Context: an optimization exercise on an open-source flow, tuned for small area and a short achievable clock period. The choices shown serve that exercise and are no tape-out recipe.
The RTL was checked by simulation tests, not by an equivalence proof against the original design.
No activity file was given, so power comes from the tool's default toggle rates.

the reference run:
==> flow/design.v (excerpt) <==
module postadd_top (
    input  logic                      clk,
    input  logic                      rstn,
    input  logic [64-1:0]    in_val,
    input  logic [4-1:0]    in_carry,
    input  logic [2:0]                mode1,
    input  logic [2:0]                mode2,
    input  logic [2:0]                mode3,
    input  logic [1:0]                addr2,
    input  logic [1:0]                addr3,
    input  logic [1:0]                outsel,
    output logic [72-1:0]   result
);
Size in the first run: about 6,100 cells after synthesis, about 57,000 um^2 of cells after synthesis.
Settings: LEC_CHECK=0, CAP_MARGIN=20, CORE_MARGIN=2, CORE_UTILIZATION=70, SETUP_SLACK_MARGIN=4.0, SLEW_MARGIN=20, SYNTH_HIERARCHICAL=1, SYNTH_MINIMUM_KEEP_SIZE=0; clock period 7.0 ns.
standard.sh (not shown) runs the stock make flow with config.mk's settings and CLKGATE_MAP_FILE= SYNTH_SCRIPT=/design/flow/synth_recipe.tcl, a recipe that flattens the netlist after the stock synthesis.
==> flow/flow/run.sh <==
#!/bin/bash
# The standard layout (standard.sh, unchanged synthesis and steps), except
# that the input and output port buffers are buf_4 cells, which timing repair
# can then size, instead of the delay cells buffer_ports picks by default.
set -euo pipefail
cd "$(dirname "$0")/.."
export BUFFER_PORTS_ARGS="-buffer_cell sky130_fd_sc_hd__buf_4"
bash standard.sh > standard.log 2>&1
Looking at the reports, the reference run completed the entire flow and the layout it produced met the timing, design-rule and antenna checks.
Changes in the trial run relative to the reference run:
- CORE_UTILIZATION: 70 -> 60
[summary]
Route | the trial run vs the reference run | wire shorter in the trial run
Taking the reference run as the reference, in the trial run area of all placed cells without fillers shows an increase of 1200 um^2, global placement routability congestion went up by 0.39%, wire length of the first global-routing pass increased 0.81%, number of global-route vias before repair now smaller, number of fillers in the final layout rose about 50%.
More vias were needed by the reference run than by the trial run.
Compared with the reference run, the trial run shows a lower final cycle utilization of the critical path.
The reference run reports its launching element of the worst setup path as ctl[2][4] while the trial run reports ctl[0][5].
Sequential power was higher in the reference run than in the trial run.

* * *

exp/raven:
postadd_top, a different RTL version from the one above (not shown whole).
For scale: about 5800 cells after synthesis.
Settings: LEC_CHECK=0, CAP_MARGIN=20, CORE_MARGIN=2, CORE_UTILIZATION=70, CTS_CLUSTER_DIAMETER=60, CTS_CLUSTER_SIZE=30, SETUP_SLACK_MARGIN=4.0, SLEW_MARGIN=20, SYNTH_HIERARCHICAL=1, SYNTH_MINIMUM_KEEP_SIZE=0; clock period 7.0 ns.
Scripts as last shown in full above: flow/flow/run.sh
Input changes introduced in exp/juniper (baseline for comparison: exp/raven):
# exp/raven
export LEC_CHECK = 0
export CAP_MARGIN = 20
export CORE_MARGIN = 2
export CORE_UTILIZATION = 70
export CTS_CLUSTER_DIAMETER = 60
export CTS_CLUSTER_SIZE = 30
export SETUP_SLACK_MARGIN = 4.0
export SLEW_MARGIN = 20
export SYNTH_HIERARCHICAL = 1
export SYNTH_MINIMUM_KEEP_SIZE = 0
create_clock -name core_clock -period 7.0 [get_ports {clk}]
# exp/juniper
export LEC_CHECK = 0
export CAP_MARGIN = 20
export CORE_MARGIN = 2
export CORE_UTILIZATION = 60
export CTS_CLUSTER_DIAMETER = 60
export CTS_CLUSTER_SIZE = 30
export SETUP_SLACK_MARGIN = 4.0
export SLEW_MARGIN = 20
export SYNTH_HIERARCHICAL = 1
export SYNTH_MINIMUM_KEEP_SIZE = 0
create_clock -name core_clock -period 7.0 [get_ports {clk}]
Notes after the runs:
- Between exp/raven and exp/juniper, slew of the pin with the lowest slew margin increased.
- Per the comparison of exp/juniper with exp/raven, portion of the layout cell area used by non-clock buffers has decreased; worst endpoint data arrival time moved down; row count +about 8%; relative area change from synthesis to final layout down 0.22 points.
- In exp/juniper, the routed metal-1 wire length came out 16% above the value in exp/raven.
- Summary — register-to-register slack, exp/juniper relative to exp/raven: higher, by 0.11 ns.
- In terms of cell area after layout, exp/juniper and exp/raven differ only marginally.
- Between exp/juniper and exp/raven, the data required time of the worst path does not differ in any meaningful way.
- Going from exp/raven to exp/juniper, the number of filler cells placed in the layout was found to have gone up by 42%.
- Per the final summary, exp/juniper finished and its layout is clean on timing, DRC and antenna.
- Compared with exp/raven, clock-buffer cell count in exp/juniper increased by more than 10%.
What exp/violet does differently from exp/juniper at the input level:
# exp/juniper
export LEC_CHECK = 0
export CAP_MARGIN = 20
export CORE_MARGIN = 2
export CORE_UTILIZATION = 60
export CTS_CLUSTER_DIAMETER = 60
export CTS_CLUSTER_SIZE = 30
export SETUP_SLACK_MARGIN = 4.0
export SLEW_MARGIN = 20
export SYNTH_HIERARCHICAL = 1
export SYNTH_MINIMUM_KEEP_SIZE = 0
create_clock -name core_clock -period 7.0 [get_ports {clk}]
# exp/violet
export LEC_CHECK = 0
export CAP_MARGIN = 20
export CORE_MARGIN = 2
export CORE_UTILIZATION = 60
export CTS_CLUSTER_DIAMETER = 60
export CTS_CLUSTER_SIZE = 30
export SETUP_SLACK_MARGIN = 4.2
export SLEW_MARGIN = 20
export SYNTH_HIERARCHICAL = 1
export SYNTH_MINIMUM_KEEP_SIZE = 0
create_clock -name core_clock -period 7.0 [get_ports {clk}]
## What came out
Diff exp/juniper -> exp/violet: total power consumption of the routed design rose 0.00060 W; register share of the cell area lost 2.2 points; routability-driven placement congestion ratio increased by about 1% relative to the old numbers.

* * *

Another version of the RTL of postadd_top (not shown whole).
Size: ~5800 cells after synthesis, roughly 160 I/O pins.
export LEC_CHECK = 0
export CAP_MARGIN = 20
export CORE_MARGIN = 2
export CORE_UTILIZATION = 70
export CTS_CLUSTER_DIAMETER = 60
export CTS_CLUSTER_SIZE = 30
export SETUP_SLACK_MARGIN = 4.0
export SLEW_MARGIN = 20
export SYNTH_HIERARCHICAL = 1
export SYNTH_MINIMUM_KEEP_SIZE = 0
create_clock -name core_clock -period 7.0 [get_ports {clk}]
Scripts as last shown in full above: flow/flow/run.sh
The baseline finished clean.
Next try:
CORE_UTILIZATION = 60   (was 70)
- non-clock buffer count does not change
- synthesized cell count stays the same
- global-route usage went down by 4.7 points
- hold slack got worse by 0.0031 ns
- final cell count went up by a few percent
- power hardly moves
- flip-flop and latch count is unchanged
- utilization went down by 11 points

* * *

postadd_top with an RTL version that a note above also has.
Size: roughly 160 I/O pins, ~57000 sq um of cells after synthesis.
Settings: LEC_CHECK=0, CAP_MARGIN=20, CORE_MARGIN=2, CORE_UTILIZATION=60, CTS_CLUSTER_DIAMETER=60, CTS_CLUSTER_SIZE=30, SETUP_SLACK_MARGIN=4.0, SLEW_MARGIN=20, SYNTH_HIERARCHICAL=1, SYNTH_MINIMUM_KEEP_SIZE=0; clock period 7.0 ns.
Scripts as last shown in full above: flow/flow/run.sh
Then changed:
Settings changed: CORE_UTILIZATION 60 to 70.
After rerunning: Register-to-register slack got worse by 0.097 ns. Routed wire length shrinks by about 2.6%. Synthesized area does not change. Final cell count shrinks by about 4%. Flip-flop and latch count stays the same.

-- afterwards: timing with drivers on the ports --
The flow's constraints put no driver on any port. The routed layouts listed below were extracted and timed again, unchanged, in two steps. Step 1, drivers: a clkbuf_16 drives clk and a buf_2 each remaining input, both assumed. Step 2 also shifts input and output timing later by t, the mid clock arrival at the registers, as if the neighbouring blocks saw the same clock. Slacks: ideal ports / drivers / drivers and shift; pairs: ideal ports / drivers.
run | shift t [ns] | setup slack, ns | hold slack, ns | worst slew at a driven data input, ns
the reference run | 0.738 | 3.770 / 3.770 / 3.281 | 0.326 / 0.326 / 0.326 | 0.07
the trial run | 0.756 | 3.892 / 3.892 / 3.317 | 0.326 / 0.326 / 0.326 | 0.09
exp/raven | 0.720 | 3.898 / 3.898 / 3.330 | 0.336 / 0.336 / 0.336 | 0.05
exp/juniper | 0.754 | 4.011 / 4.011 / 3.262 | 0.333 / 0.333 / 0.333 | 0.11
exp/violet | 0.772 | 3.977 / 3.977 / 3.323 | 0.324 / 0.324 / 0.324 | 0.12
the first run of note 3 | 0.738 | 3.874 / 3.874 / 3.302 | 0.361 / 0.361 / 0.361 | 0.12
the second run of note 3 | 0.766 | 3.958 / 3.958 / 3.252 | 0.358 / 0.358 / 0.358 | 0.09
the first run of note 4 | 0.743 | 3.954 / 3.954 / 3.335 | 0.331 / 0.331 / 0.331 | 0.09
the second run of note 4 | 0.724 | 3.857 / 3.857 / 3.240 | 0.330 / 0.330 / 0.330 | 0.07
After both steps every run listed still meets setup and hold. The setup slack of exp/juniper, which loses most, moves by 0.000 ns with the drivers and by -0.749 ns with both steps.
